Context: an optimization exercise on an open-source flow, tuned for a short achievable clock period. The choices shown serve that exercise and are no tape-out recipe.
The RTL was checked by simulation tests, not by an equivalence proof against the original design.
No activity file was given, so power comes from the tool's default toggle rates.

==> inputs of trial 53 <==
Design icmp_tx_top, start of the top module:
module icmp_tx_top #(
    parameter logic [47:0] board_mac = 48'h00_11_22_33_44_55,
    parameter logic [31:0]  board_ip  = {8'd192, 8'd168, 8'd1, 8'd123}
) (
    input  logic        clk,
    input  logic        rst_n,
    input  logic        start,
    input  logic [47:0] req_dest_mac,
    input  logic [31:0] req_dest_ip,
    input  logic [15:0] req_icmp_id,
    input  logic [15:0] req_icmp_seq,
    input  logic [15:0] req_payload_len,
    input  logic [31:0] req_payload_sum,
    input  logic [7:0]  payload_data,
    output logic        busy,
    output logic        payload_rd,
    output logic        gmii_tx_en,
    output logic [7:0]  gmii_txd,
    output logic        tx_done
);
make LEC_CHECK=0 ABC_CLOCK_PERIOD_IN_PS=2300 CAP_MARGIN=20 CORE_MARGIN=2 CORE_UTILIZATION=40 PLACE_DENSITY=0.6 SETUP_SLACK_MARGIN=2.9 SLEW_MARGIN=20 finish   # period 5.2 ns
run.sh (not shown) runs the stock make flow with config.mk's settings and CLKGATE_MAP_FILE= SYNTH_SCRIPT=/design/flow/synth_recipe.tcl, a recipe that flattens the netlist after the stock synthesis.
==> inputs of build 87, as changes to trial 53 <==
--- a/flow/design.v
+++ b/flow/design.v
@@ -82,13 +82,12 @@
     input  logic                     start,
     input  icmp_tx_pkg::tx_request_t req,
     input  logic                     frame_end,    
     output logic                     busy,
     output logic [50*8-1:0]          hdr_img,      
+    output logic                     hdr_soon,     
     output logic                     hdr_valid,
-    output logic [15:0]              ip_csum_o,
-    output logic [15:0]              icmp_csum_o,
     output logic                     len_nz,
     output logic [15:0]              len_m1
 );
     localparam logic [7:0] IP_VER_IHL = 8'h45;   
     localparam logic [17:0] IP_CONST = 18'({IP_VER_IHL, 8'h00}) + 18'(eth_frame_pkg::IP_FLAGS_DF)
@@ -167,29 +166,27 @@
         ic_f_lo   <= 9'(ic_s_lo) + 9'(ic_s_hi[9:8]);
         ic_f_hi   <= 9'(ic_s_hi[7:0]) + 9'(ic_f_lo[8]);
         ic_g_lo   <= 9'(ic_f_lo[7:0]) + 9'(ic_f_hi[8]);
         icmp_csum <= ~{ic_f_hi[7:0] + 8'(ic_g_lo[8]), ic_g_lo[7:0]};
     end
-    assign ip_csum_o   = ip_csum;
-    assign icmp_csum_o = icmp_csum;
+    assign hdr_soon = v3;
     assign hdr_img = {{7{eth_frame_pkg::PREAMBLE_BYTE}}, eth_frame_pkg::SFD_BYTE,
                       req_q.dest_mac, board_mac, eth_frame_pkg::ETH_TYPE_IPV4,
                       IP_VER_IHL, 8'h00, total_len,
                       ip_id, eth_frame_pkg::IP_FLAGS_DF,
-                      eth_frame_pkg::IP_TTL, eth_frame_pkg::IP_PROTO_ICMP, 16'h0000,   
+                      eth_frame_pkg::IP_TTL, eth_frame_pkg::IP_PROTO_ICMP, ip_csum,
                       board_ip,
                       req_q.dest_ip,
-                      eth_frame_pkg::ICMP_ECHO_REPLY, 8'h00, 16'h0000,   
+                      eth_frame_pkg::ICMP_ECHO_REPLY, 8'h00, icmp_csum,
                       req_q.icmp_id, req_q.icmp_seq};
 endmodule
 module gmii_frame_sequencer (
     input  logic             clk,
     input  logic             rst_n,
     input  logic [50*8-1:0]  hdr_img,
+    input  logic             hdr_soon,
     input  logic             hdr_valid,
-    input  logic [15:0]      ip_csum,
-    input  logic [15:0]      icmp_csum,
     input  logic             len_nz,
     input  logic [15:0]      len_m1,
     input  logic [7:0]       payload_data,
     input  logic [31:0]      crc_value,
     input  logic [31:0]      crc_next,
@@ -201,12 +198,14 @@
     output logic             crc_shift,
     output logic [7:0]       hdr_next,
     output logic             frame_end,
     output logic             tx_done
 );
-    logic [49*8-1:0] sr;         
-    logic [7:0]      byte_q;     
+    logic [49:0]     tok;        
+    logic [7:0]      hdr_q;      
+    logic [7:0]      hdr_d;
+    logic [7:0]      byte_n;     
     logic [6:0]      pos;        
     logic            en_q;       
     logic            hc_q;       
     logic            data_q;     
     logic            ge67_q;     
@@ -222,24 +221,20 @@
     logic            done_q;
     logic            last_data;
     logic            fcs_next;
     assign last_data = data_q & ge67_q & ~rd_q;
     assign fcs_next  = last_data | fcs_cnt[0] | fcs_cnt[1] | fcs_cnt[2];
-    always_ff @(posedge clk) begin
-        if (hdr_valid) begin
-            sr <= hdr_img[49*8-1:0];
-        end else begin
-            sr <= {sr[48*8-1:0], 8'h00};
-            if (en_q && pos == 7'd7) begin
-                sr[(48-24)*8 +: 16] <= ip_csum;
-                sr[(48-36)*8 +: 16] <= icmp_csum;
-            end
-        end
+    always_comb begin
+        hdr_d = ({8{hdr_soon}} & hdr_img[49*8 +: 8]) | ({8{hdr_valid}} & hdr_img[48*8 +: 8]);
+        for (int k = 0; k < 48; k++)
+            hdr_d = hdr_d | ({8{tok[k]}} & hdr_img[(47-k)*8 +: 8]);
     end
     always_ff @(posedge clk or negedge rst_n) begin
         if (!rst_n) begin
-            byte_q  <= '0;
+            byte_n  <= '1;
+            tok     <= '0;
+            hdr_q   <= '0;
             pos     <= '0;
             en_q    <= 1'b0;
             hc_q    <= 1'b0;
             data_q  <= 1'b0;
             ge67_q  <= 1'b0;
@@ -257,11 +252,13 @@
             pay_q   <= rd_q;
             pay_c   <= rd_q & en_q;   
             fcs_q   <= fcs_next;
             fcs_cnt <= {fcs_cnt[2:0], last_data};
             done_q  <= fcs_cnt[3];
-            byte_q  <= hdr_next | ({8{fcs_next}} & ~crc_next[7:0]);
+            byte_n  <= ~(hdr_q | ({8{fcs_next}} & ~crc_next[7:0]));
+            hdr_q   <= hdr_d;
+            tok     <= {tok[48:0], hdr_valid};
             if (hdr_valid) begin
                 pos    <= '0;
                 en_q   <= 1'b1;
                 hc_q   <= 1'b0;
                 data_q <= 1'b0;
@@ -300,14 +297,14 @@
                     end
                 end
             end
         end
     end
-    assign hdr_next   = ({8{hdr_valid}} & hdr_img[50*8-1 -: 8]) | ({8{en_q}} & sr[49*8-1 -: 8]);
+    assign hdr_next   = hdr_q;
     assign gmii_tx_en = en_q;
     assign payload_rd = rd_q;
-    assign gmii_txd   = ({8{pay_q}} & payload_data) | byte_q;
+    assign gmii_txd   = ~(~({8{pay_q}} & payload_data) & byte_n);
     assign crc_upd    = hc_q | data_q;
     assign crc_pay    = pay_c;
     assign crc_shift  = fcs_q;
     assign frame_end  = fcs_cnt[3];
     assign tx_done    = done_q;
@@ -333,12 +330,11 @@
     output logic        tx_done
 );
     icmp_tx_pkg::tx_request_t req;
     logic [50*8-1:0] hdr_img;
     logic        hdr_valid;
-    logic [15:0] ip_csum;
-    logic [15:0] icmp_csum;
+    logic        hdr_soon;
     logic        len_nz;
     logic [15:0] len_m1;
     logic        frame_end;
     logic        crc_upd;
     logic        crc_pay;
@@ -361,23 +357,21 @@
         .start      (start),
         .req        (req),
         .frame_end  (frame_end),
         .busy       (busy),
         .hdr_img    (hdr_img),
+        .hdr_soon   (hdr_soon),
         .hdr_valid  (hdr_valid),
-        .ip_csum_o  (ip_csum),
-        .icmp_csum_o(icmp_csum),
         .len_nz     (len_nz),
         .len_m1     (len_m1)
     );
     gmii_frame_sequencer frame_seq0 (
         .clk          (clk),
         .rst_n        (rst_n),
         .hdr_img      (hdr_img),
+        .hdr_soon     (hdr_soon),
         .hdr_valid    (hdr_valid),
-        .ip_csum      (ip_csum),
-        .icmp_csum    (icmp_csum),
         .len_nz       (len_nz),
         .len_m1       (len_m1),
         .payload_data (payload_data),
         .crc_value    (crc_value),
         .crc_next     (crc_next),
Settings changed: CORE_UTILIZATION 40 to 60, PLACE_DENSITY 0.6 to 0.7.
==> results by group <==
Status
  • Status: complete, no violations

Floorplan
  • Number of well taps: 539

Finish
  • Sequential cell area share: 49.1%
  • Signal buf overhead: 6.55%

Pwr
  • Pleak: 12.7 nW
  • Sequential power: 7.35 mW

Placed design
  • Pre-CTS worst setup slack: 1.50 ns
  • Gpl congestion: 0.913

CTS
  • CTS H-tree lvls: 2

Drt
  • Met1 Wirelength: 25.4 mm

Hold path
  • Hold path startpoint: hdr_builder0.ip_c_l[2]

Yosys
  • Compound-Gate Fraction of Synth Area: 8.62%
the above is filed under build 87

==> results by group <==
Status
  • Status: complete, no violations

Floorplan
  • Number of well taps: 1144

Drt
  • Top Layer Used: met4
  • Met1 Wirelength: 29.3 mm
  • Routed wire length per instance: 15.1 um

Global routing
  • Pin count of the biggest net entering global routing: 198

Finish
  • Sequential cell area share: 51.3%

Hold path
  • Hold path startpoint: hdr_builder0.lm1_lo[6]

CTS
  • CTS H-tree lvls: 3

Yosys
  • Compound-Gate Fraction of Synth Area: 4.98%

Placed design
  • Pre-CTS worst setup slack: 1.68 ns

Pwr
  • Sequential power: 11.0 mW
the above is filed under trial 53

## separate check: timing with driven ports
The flow's constraints put no driver on any port. The routed layouts listed below were extracted and timed again, unchanged, in two steps. Step 1 sets driving cells, clkbuf_16 on the clock port and buf_2 on the other inputs (assumed; they add their load-dependent delay and slew). Step 2 also shifts input and output timing later by t, the mid clock arrival at the registers, as if the neighbouring blocks saw the same clock. Slacks: ideal ports / drivers / drivers and shift; pairs: ideal ports / drivers.
run | t, ns | setup slack, ns | hold slack, ns | worst setup path at the end | clock arrival spread, ns
trial 53 | 0.696 | 2.621 / 2.559 / 2.273 | 0.323 / 0.323 / 0.323 | input to register | 0.033 / 0.033
build 87 | 0.667 | 2.738 / 2.706 / 2.356 | 0.326 / 0.326 / 0.326 | input to register | 0.017 / 0.017
After both steps setup and hold are still met in every run listed. For build 87, which loses most, drivers alone change the setup slack by -0.032 ns; drivers and shift together by -0.382 ns.
